This design comes from an exercise in tuning for small area on the open sky130 flow, not from production work. The RTL of this run was laid out without a check of its function. Power and IR drop assume default switching activity.

### flow/flow/place.tcl
# Bit-sliced placement of the register file, in place of ORFS global placement.
# Reads 3_2_place_iop.odb, constrains and places the IO pins, buffers the
# ports, places every storage flip-flop on a fixed grid (three rows per
# register, eleven bit columns, decoder gap in the middle), places all other
# cells at the weighted centroid of their neighbours, legalizes, and writes
# 3_3_place_gp.odb for the rest of the standard flow.

set R orfs/results/sky130hd/regfile_top/base
if {[info exists ::env(PLACE_R)]} { set R $::env(PLACE_R) }
set OUT $R/3_3_place_gp.odb
if {[info exists ::env(PLACE_OUT)]} { set OUT $::env(PLACE_OUT) }
set P $::env(FLOW_HOME)/platforms/sky130hd
read_liberty $P/lib/sky130_fd_sc_hd__tt_025C_1v80.lib
read_db $R/3_2_place_iop.odb
read_sdc $R/2_floorplan.sdc
source $P/setRC.tcl

set block [ord::get_db_block]
set dbu [$block getDbUnitsPerMicron]
set core [$block getCoreArea]
set cx0 [expr {[$core xMin] / double($dbu)}]
set cy0 [expr {[$core yMin] / double($dbu)}]
set cx1 [expr {[$core xMax] / double($dbu)}]
set cy1 [expr {[$core yMax] / double($dbu)}]

set row_ys {}
set site_w 0.46
foreach row [$block getRows] {
  lappend row_ys [expr {[lindex [$row getOrigin] 1] / double($dbu)}]
  set site_w [expr {[[$row getSite] getWidth] / double($dbu)}]
  set row_x0 [expr {[lindex [$row getOrigin] 0] / double($dbu)}]
}
set row_ys [lsort -real -unique $row_ys]
set nrows [llength $row_ys]
set row_h [expr {[lindex $row_ys 1] - [lindex $row_ys 0]}]
puts "core $cx0 $cy0 $cx1 $cy1 rows $nrows row_h $row_h site $site_w"

# Grid parameters.
set NCOL   11
set PITCH  26.0
set GAP    24.0
set NLEFT  6
set ROWS_PER_REG 3
set ROW0   8

proc col_x {c} {
  global cx0 PITCH GAP NLEFT
  return [expr {$cx0 + 1.0 + $c * $PITCH + ($c >= $NLEFT ? $GAP : 0)}]
}
set gap_x0 [expr {[col_x [expr {$NLEFT - 1}]] + $PITCH}]
set gap_x1 [col_x $NLEFT]

proc reg_row {r j} {
  global ROW0 ROWS_PER_REG
  return [expr {$ROW0 + ($r - 1) * $ROWS_PER_REG + $j}]
}

# ---------------------------------------------------------------- IO pins
proc rng {x0 x1} { return [format "%.2f-%.2f" $x0 $x1] }
for {set c 0} {$c < $NCOL} {incr c} {
  set bot {}
  set top {}
  foreach j {0 1 2} {
    set b [expr {$j * $NCOL + $c}]
    if {$b > 31} continue
    for {set i 0} {$i < 4} {incr i} { lappend bot "rd_dout\[[expr {32 * $i + $b}]\]" }
    lappend top "wr_din\[$b\]" "wr_din\[[expr {32 + $b}]\]"
  }
  if {$c == $NCOL - 1} {
    for {set i 0} {$i < 4} {incr i} { lappend bot "rd_pending\[$i\]" }
  }
  set x0 [expr {[col_x $c]}]
  set x1 [expr {$x0 + $PITCH - 1.0}]
  set_io_pin_constraint -pin_names $bot -region bottom:[rng $x0 $x1]
  set_io_pin_constraint -pin_names $top -region top:[rng $x0 $x1]
}
set bot {ready rst_n}
for {set k 0} {$k < 20} {incr k} { lappend bot "rd_addr\[$k\]" }
set top {clk issue_en}
for {set k 0} {$k < 10} {incr k} { lappend top "wr_addr\[$k\]" }
for {set k 0} {$k < 5} {incr k} { lappend top "issue_addr\[$k\]" }
lappend top "wr_en\[0\]" "wr_en\[1\]"
set_io_pin_constraint -pin_names $bot -region bottom:[rng [expr {$gap_x0 - 6}] [expr {$gap_x1 + 6}]]
set_io_pin_constraint -pin_names $top -region top:[rng [expr {$gap_x0 - 6}] [expr {$gap_x1 + 6}]]
place_pins -hor_layers met3 -ver_layers met2

buffer_ports -buffer_cell sky130_fd_sc_hd__buf_2

# ---------------------------------------------------------------- anchors
proc snap_x {x} {
  global row_x0 site_w
  return [expr {$row_x0 + round(($x - $row_x0) / $site_w) * $site_w}]
}

array set fixed {}
array set px {}
array set py {}
set movable {}
set nanch 0
foreach inst [$block getInsts] {
  set m [$inst getMaster]
  if {[$m getType] ne "CORE"} continue
  if {[$inst isFixed]} continue
  set name [$inst getName]
  set w [expr {[$m getWidth] / double($dbu)}]
  set h [expr {[$m getHeight] / double($dbu)}]
  if {[regexp {g_reg\\?\[(\d+)\\?\]\.g_bit\\?\[(\d+)\\?\]\.u_bit\.s_q} $name -> r b]} {
    set j [expr {$b / $NCOL}]
    set c [expr {$b % $NCOL}]
    set x [snap_x [col_x $c]]
    set y [lindex $row_ys [reg_row $r $j]]
  } elseif {[regexp {g_reg\\?\[(\d+)\\?\]\.u_pend\.s_q} $name -> r]} {
    set x [snap_x [col_x [expr {$NCOL - 1}]]]
    set y [lindex $row_ys [reg_row $r 2]]
  } else {
    lappend movable $inst
    continue
  }
  $inst setLocation [expr {round($x * $dbu)}] [expr {round($y * $dbu)}]
  $inst setPlacementStatus PLACED
  set fixed($inst) 1
  set px($inst) [expr {$x + $w / 2.0}]
  set py($inst) [expr {$y + $h / 2.0}]
  incr nanch
}
puts "anchored $nanch flip-flops, [llength $movable] movable cells"

# ---------------------------------------------------------------- connectivity
set clk_net ""
foreach bt [$block getBTerms] {
  if {[$bt getName] eq "clk"} { set clk_net [$bt getNet] }
}
array set net_terms {}
array set bpos_x {}
array set bpos_y {}
set nets {}
foreach net [$block getNets] {
  if {[$net isSpecial]} continue
  if {$net eq $clk_net} continue
  set st [$net getSigType]
  if {$st eq "POWER" || $st eq "GROUND" || $st eq "CLOCK"} continue
  set terms {}
  foreach it [$net getITerms] {
    set inst [$it getInst]
    if {[[$inst getMaster] getType] ne "CORE"} continue
    lappend terms $inst
  }
  foreach bt [$net getBTerms] {
    set bb [$bt getBBox]
    set key "B:[$bt getName]"
    set bpos_x($key) [expr {([$bb xMin] + [$bb xMax]) / 2.0 / $dbu}]
    set bpos_y($key) [expr {([$bb yMin] + [$bb yMax]) / 2.0 / $dbu}]
    set px($key) $bpos_x($key)
    set py($key) $bpos_y($key)
    lappend terms $key
  }
  set n [llength $terms]
  if {$n < 2 || $n > 300} continue
  set net_terms($net) $terms
  lappend nets $net
}
array set inst_nets {}
foreach net $nets {
  foreach t $net_terms($net) { lappend inst_nets($t) $net }
}

set mx [expr {($cx0 + $cx1) / 2.0}]
set my [expr {($cy0 + $cy1) / 2.0}]
foreach inst $movable {
  set px($inst) $mx
  set py($inst) $my
}

for {set it 0} {$it < 60} {incr it} {
  array unset sx
  array unset sy
  foreach net $nets {
    set ax 0.0
    set ay 0.0
    foreach t $net_terms($net) { set ax [expr {$ax + $px($t)}]; set ay [expr {$ay + $py($t)}] }
    set sx($net) $ax
    set sy($net) $ay
  }
  foreach inst $movable {
    if {![info exists inst_nets($inst)]} continue
    set wx 0.0
    set wy 0.0
    set ws 0.0
    foreach net $inst_nets($inst) {
      set n [llength $net_terms($net)]
      set w [expr {1.0 / ($n - 1)}]
      set ox [expr {($sx($net) - $px($inst)) / ($n - 1)}]
      set oy [expr {($sy($net) - $py($inst)) / ($n - 1)}]
      set wx [expr {$wx + $w * $ox}]
      set wy [expr {$wy + $w * $oy}]
      set ws [expr {$ws + $w}]
    }
    if {$ws > 0} {
      set nx($inst) [expr {$wx / $ws}]
      set ny($inst) [expr {$wy / $ws}]
    }
  }
  foreach inst $movable {
    if {[info exists nx($inst)]} { set px($inst) $nx($inst); set py($inst) $ny($inst) }
  }
}

foreach inst $movable {
  set m [$inst getMaster]
  set w [expr {[$m getWidth] / double($dbu)}]
  set x [expr {$px($inst) - $w / 2.0}]
  set y [expr {$py($inst) - $row_h / 2.0}]
  set x [expr {max($cx0, min($cx1 - $w, $x))}]
  set ri [expr {int(round(($y - [lindex $row_ys 0]) / $row_h))}]
  set ri [expr {max(0, min($nrows - 1, $ri))}]
  $inst setLocation [expr {round([snap_x $x] * $dbu)}] [expr {round([lindex $row_ys $ri] * $dbu)}]
  $inst setPlacementStatus PLACED
}

detailed_placement -max_displacement {400 100}
check_placement -verbose
estimate_parasitics -placement
report_design_area
write_db $OUT
### flow/constraint.sdc
create_clock -name core_clock -period 6.0 [get_ports {clk}]
set_input_delay 1.2000 -clock core_clock [delete_from_list [all_inputs] [get_ports {clk}]]
set_output_delay 1.2000 -clock core_clock [all_outputs]
set_load 0.01 [all_outputs]
### flow/config.mk
export PLATFORM = sky130hd
export DESIGN_NAME = regfile_top
export DESIGN_NICKNAME = regfile_top
export VERILOG_FILES = /design/flow/design.v
export SDC_FILE = /design/flow/constraint.sdc
export NUM_CORES = 4
export LEC_CHECK = 0
export ABC_CLOCK_PERIOD_IN_PS = 6000
export CAP_MARGIN = 20
export CORE_AREA = 5 5 317 291
export CTS_CLUSTER_DIAMETER = 120
export CTS_CLUSTER_SIZE = 20
export DIE_AREA = 0 0 322 296
export SLEW_MARGIN = 20
export SYNTH_HIERARCHICAL = 1
### flow/design.v
package regfile_pkg;
    localparam int unsigned DEF_WIDTH      = 32;
    localparam int unsigned DEF_ADDR_WIDTH = 5;
    localparam int unsigned DEF_DEPTH      = 32;
endpackage
module regfile_clear_seq (
    input  logic       clk,
    input  logic       rst,
    output logic       ready,
    output logic [3:0] rd_ready
);
    logic [4:0] cnt_q;
    logic       last;
    always_ff @(posedge clk or negedge rst) begin
        if (!rst) begin
            cnt_q <= '0;
        end else begin
            cnt_q <= cnt_q + 5'd1;
        end
    end
    assign last = &cnt_q;
    rf_ready_ff u_ready (.clk (clk), .rst (rst), .set (last), .q (ready));
    for (genvar i = 0; i < 4; i++) begin : g_rd
        rf_ready_ff u_rd_ready (.clk (clk), .rst (rst), .set (last), .q (rd_ready[i]));
    end
endmodule
module rf_ready_ff (
    input  logic clk,
    input  logic rst,
    input  logic set,
    output logic q
);
    always_ff @(posedge clk or negedge rst) begin
        if (!rst) begin
            q <= 1'b0;
        end else begin
            q <= q | set;
        end
    end
endmodule
module rf_bit (
    input  logic clk,
    input  logic sel1,
    input  logic sel0,
    input  logic hold,
    input  logic d1,
    input  logic d0,
    output logic q
);
    logic s_q;
    always_ff @(posedge clk) begin
        s_q <= ~((sel1 & d1) | (sel0 & d0) | (hold & q));
    end
    assign q = ~s_q;
endmodule
module rf_pbit (
    input  logic clk,
    input  logic set,
    input  logic hold,
    output logic q
);
    logic s_q;
    always_ff @(posedge clk) begin
        s_q <= ~(set | (hold & q));
    end
    assign q = ~s_q;
endmodule
module rd_tri (
    input  logic [2:0] sel,
    input  logic [2:0] q,
    output logic       y_n
);
    assign y_n = ~(|(sel & q));
endmodule
module rd_one (
    input  logic sel,
    input  logic q,
    output logic y_n
);
    assign y_n = ~(sel & q);
endmodule
module rd_nand4 (
    input  logic [3:0] a_n,
    output logic       y
);
    assign y = ~(&a_n);
endmodule
module rd_nand3 (
    input  logic [2:0] a_n,
    output logic       y
);
    assign y = ~(&a_n);
endmodule
module rd_or3 (
    input  logic [2:0] a,
    output logic       y
);
    assign y = |a;
endmodule
module rd_bit (
    input  logic [31:1] sel,
    input  logic [31:1] q,
    output logic        y
);
    logic [10:0] t_n;
    logic [2:0]  g;
    for (genvar k = 0; k < 10; k++) begin : g_tri
        rd_tri u_tri (.sel (sel[3*k+1 +: 3]), .q (q[3*k+1 +: 3]), .y_n (t_n[k]));
    end
    rd_one u_one (.sel (sel[31]), .q (q[31]), .y_n (t_n[10]));
    rd_nand4 u_g0 (.a_n (t_n[3:0]), .y (g[0]));
    rd_nand4 u_g1 (.a_n (t_n[7:4]), .y (g[1]));
    rd_nand3 u_g2 (.a_n (t_n[10:8]), .y (g[2]));
    rd_or3   u_out (.a (g), .y (y));
endmodule
module dec_pre (
    input  logic       en,
    input  logic [4:0] a,
    output logic [3:0] hi_n,
    output logic [7:0] lo_n
);
    always_comb begin
        for (int k = 0; k < 4; k++) hi_n[k] = !(en && (a[4:3] == 2'(k)));
        for (int j = 0; j < 8; j++) lo_n[j] = !(a[2:0] == 3'(j));
    end
endmodule
module dec_sel (
    input  logic hi_n,
    input  logic lo_n,
    output logic y
);
    assign y = !(hi_n || lo_n);
endmodule
module dec_addr (
    input  logic        en,
    input  logic [4:0]  a,
    output logic [31:1] y
);
    logic [3:0] hi_n;
    logic [7:0] lo_n;
    dec_pre u_pre (.en (en), .a (a), .hi_n (hi_n), .lo_n (lo_n));
    for (genvar r = 1; r < 32; r++) begin : g_sel
        dec_sel u_sel (.hi_n (hi_n[r/8]), .lo_n (lo_n[r%8]), .y (y[r]));
    end
endmodule
module wr_ctl (
    input  logic ready,
    input  logic e0,
    input  logic e1,
    output logic sel0,
    output logic hold
);
    assign sel0 = e0 && !e1;
    assign hold = ready && !e0 && !e1;
endmodule
module regfile_mp (
    input  logic         clk,
    input  logic         rst,
    output logic         bus_ready,
    input  logic [19:0]  bus_rd_addr,
    output logic [127:0] bus_rd_dout,
    output logic [3:0]   bus_rd_pending,
    input  logic [1:0]   bus_wr_en,
    input  logic [9:0]   bus_wr_addr,
    input  logic [63:0]  bus_wr_din,
    input  logic         bus_issue_en,
    input  logic [4:0]   bus_issue_addr
);
    logic        ready;
    logic [3:0]  rd_ready;
    logic [31:1] we0;
    logic [31:1] sel0, sel1, hold, set_p;
    logic [31:1] rsel [4];
    logic [31:1] q [32];      
    logic [31:1] p;           
    regfile_clear_seq u_clear_seq (
        .clk   (clk),
        .rst   (rst),
        .ready    (ready),
        .rd_ready (rd_ready)
    );
    logic en0, en1, en_i;
    assign en0  = ready && bus_wr_en[0];
    assign en1  = ready && bus_wr_en[1];
    assign en_i = ready && bus_issue_en;
    dec_addr u_dec_w0 (.en (en0),  .a (bus_wr_addr[4:0]), .y (we0));
    dec_addr u_dec_w1 (.en (en1),  .a (bus_wr_addr[9:5]), .y (sel1));
    dec_addr u_dec_is (.en (en_i), .a (bus_issue_addr),   .y (set_p));
    for (genvar i = 0; i < 4; i++) begin : g_rdec
        dec_addr u_dec_r (.en (rd_ready[i]), .a (bus_rd_addr[5*i +: 5]), .y (rsel[i]));
    end
    for (genvar r = 1; r < 32; r++) begin : g_wctl
        wr_ctl u_wctl (.ready (ready), .e0 (we0[r]), .e1 (sel1[r]), .sel0 (sel0[r]), .hold (hold[r]));
    end
    for (genvar r = 1; r < 32; r++) begin : g_reg
        for (genvar b = 0; b < 32; b++) begin : g_bit
            rf_bit u_bit (
                .clk  (clk),
                .sel1 (sel1[r]),
                .sel0 (sel0[r]),
                .hold (hold[r]),
                .d1   (bus_wr_din[32+b]),
                .d0   (bus_wr_din[b]),
                .q    (q[b][r])
            );
        end
        rf_pbit u_pend (
            .clk  (clk),
            .set  (set_p[r]),
            .hold (hold[r]),
            .q    (p[r])
        );
    end
    for (genvar i = 0; i < 4; i++) begin : g_rd
        for (genvar b = 0; b < 32; b++) begin : g_bit
            rd_bit u_rd (.sel (rsel[i]), .q (q[b]), .y (bus_rd_dout[32*i+b]));
        end
        rd_bit u_rp (.sel (rsel[i]), .q (p), .y (bus_rd_pending[i]));
    end
    assign bus_ready = ready;
endmodule
module regfile_top (
    input  logic         clk,
    input  logic         rst_n,
    output logic         ready,
    input  logic [19:0]  rd_addr,
    output logic [127:0] rd_dout,
    output logic [3:0]   rd_pending,
    input  logic [1:0]   wr_en,
    input  logic [9:0]   wr_addr,
    input  logic [63:0]  wr_din,
    input  logic         issue_en,
    input  logic [4:0]   issue_addr
);
    regfile_mp u_rf (
        .clk            (clk),
        .rst            (rst_n),
        .bus_ready      (ready),
        .bus_rd_addr    (rd_addr),
        .bus_rd_dout    (rd_dout),
        .bus_rd_pending (rd_pending),
        .bus_wr_en      (wr_en),
        .bus_wr_addr    (wr_addr),
        .bus_wr_din     (wr_din),
        .bus_issue_en   (issue_en),
        .bus_issue_addr (issue_addr)
    );
endmodule
### flow/flow/run.sh
#!/bin/bash
# Layout flow: the standard flow (standard synthesis, floorplan, IO
# placement, resizing, CTS, routing), with global placement replaced by a
# bit-sliced placement of the register array (flow/place.tcl) and port
# buffers built from buf_2. Each tool's output goes to a log of its own here.
set -euo pipefail
BUF="BUFFER_PORTS_ARGS=-buffer_cell sky130_fd_sc_hd__buf_2"
bash standard.sh "$BUF" 3_2_place_iop > std_to_iop.log 2>&1
R=orfs/results/sky130hd/regfile_top/base
openroad -no_init -exit flow/place.tcl > place.log 2>&1
test -f $R/3_3_place_gp.odb
bash standard.sh "$BUF" finish > std_finish.log 2>&1
### flow/standard.sh
#!/bin/bash
# synth_recipe.tcl (not shown) runs the flow's synth.tcl, then flattens the netlist and writes it again
# the make line also repeats each setting of config.mk as NAME=value (left out here)
make -C /OpenROAD-flow-scripts/flow DESIGN_CONFIG=/design/flow/config.mk WORK_HOME=/design/flow/orfs CLKGATE_MAP_FILE= SYNTH_SCRIPT=/design/flow/synth_recipe.tcl "${@:-finish}"
==> impl_metrics.json <==
{
  "cts_setup_buffers": 0,
  "lastStage": "global routing (5_1_grt)",
  "cts_resized": 0,
  "cts.sinks": 1033,
  "synth_top_area_cell": "a222oi_1",
  "seq_area_frac_synth_pct": 38.6,
  "synth_area_leaders": "a222oi_1 (43%), dfxtp_1 (38%), inv_1 (6.9%)",
  "dp_hpwl_um": 317000,
  "die_w_um": 322,
  "ctsLongestPathBuffers": 3,
  "yosys.area.top_type_share_pct": 43.1,
  "h-tree-depth": 2,
  "syn_area_um2": 53700,
  "die_y_um": 296,
  "cts_hold_buf": 0,
  "status": "aborted with a tool error",
  "netlist_instances": 5437,
  "ys_types": 22,
  "grt_pass1_vias": 97900,
  "dp_slack_ps": 239,
  "ctsRootBufferMaster": "clkbuf_16",
  "grt_max_degree": 37,
  "yosysWarnings": 14,
  "rows": 104,
  "place_inst": 7080,
  "grt_use_total_pct": 113,
  "error_line": "[ERROR GRT-0116] Global routing finished with congestion. Check the congestion regions in the DRC Viewer.",
  "cts_buffers": 57,
  "grt_pass1_wl_um": 784000,
  "syn_avg_cell_area_um2": 9.89,
  "start_util_pct": 60.9,
  "grt-ovfl-total": 16000,
  "io_pins": 237,
  "syn-num-nets": 5543,
  "ys_ff_latch": 1033
}
## how the worst max path moves through the flow
stage / start / endpoint / slack (ps) / cells past startpoint
after floorplan: rd_addr[3] / rd_dout[0] / 1540 / 5
after detailed placement: rd_addr[8] / rd_dout[48] / 240 / 8
after CTS: rd_addr[9] / rd_dout[47] / 210 / 8
## cell usage after synthesis, drive strengths merged
cell and number:
nand3 147, nand2 132, or3 139, dfxtp 1023, and3 1, xnor2 1
nor3b 31, or2 5, or3b 28, nand4 264, a21oi 31, nand3b 35
dfrtp 10, xor2 1, and2 3, nor2 217, a222oi 2312, inv 1024
nor2b 31, ha 2
## kinds of logic after synthesis
group	Yosys count	synth area share [%]
flip-flops	1033	38.6
AND/OR/NAND/NOR	1033	10.6
adder cells (fa/ha/maj)	2	0.0465
AO/OA/AOI/OAI	2343	43.6
buffers and inverters	1024	7.15
XOR/XNOR	2	0.0326
## power groups by stage
stage	Combinational [mW]	Clock, mW	Sequential [mW]
CTS	5.42	4.00	8.32
detailed placement	5.32	0	8.45
floorplan	2.59	0	8.23
## per-module statistics from Yosys, one instance, submodules excluded, excerpt
module | flip-flops and latches | cells inside
regfile_clear_seq | 5 | 12
dec_pre | 0 | 12
rf_bit | 1 | 3
rf_pbit | 1 | 3
rf_ready_ff | 1 | 2
regfile_mp | 0 | 3
wr_ctl | 0 | 2
rd_tri | 0 | 1
rd_nand4 | 0 | 1
rd_or3 | 0 | 1
rd_nand3 | 0 | 1
dec_sel | 0 | 1
rd_one | 0 | 1
## metal layers
metal	track usage, %	GRT overflow
met1	101	2684
met2	142	9096
met3	97.9	1767
met4	113	2207
met5	88.7	265
## metrics by stage
step / power (mW) / area, um2
2_1_floorplan: 10.8 / 53700
4_1_cts: 17.7 / 65200
3_5_place_dp: 13.8 / 63700
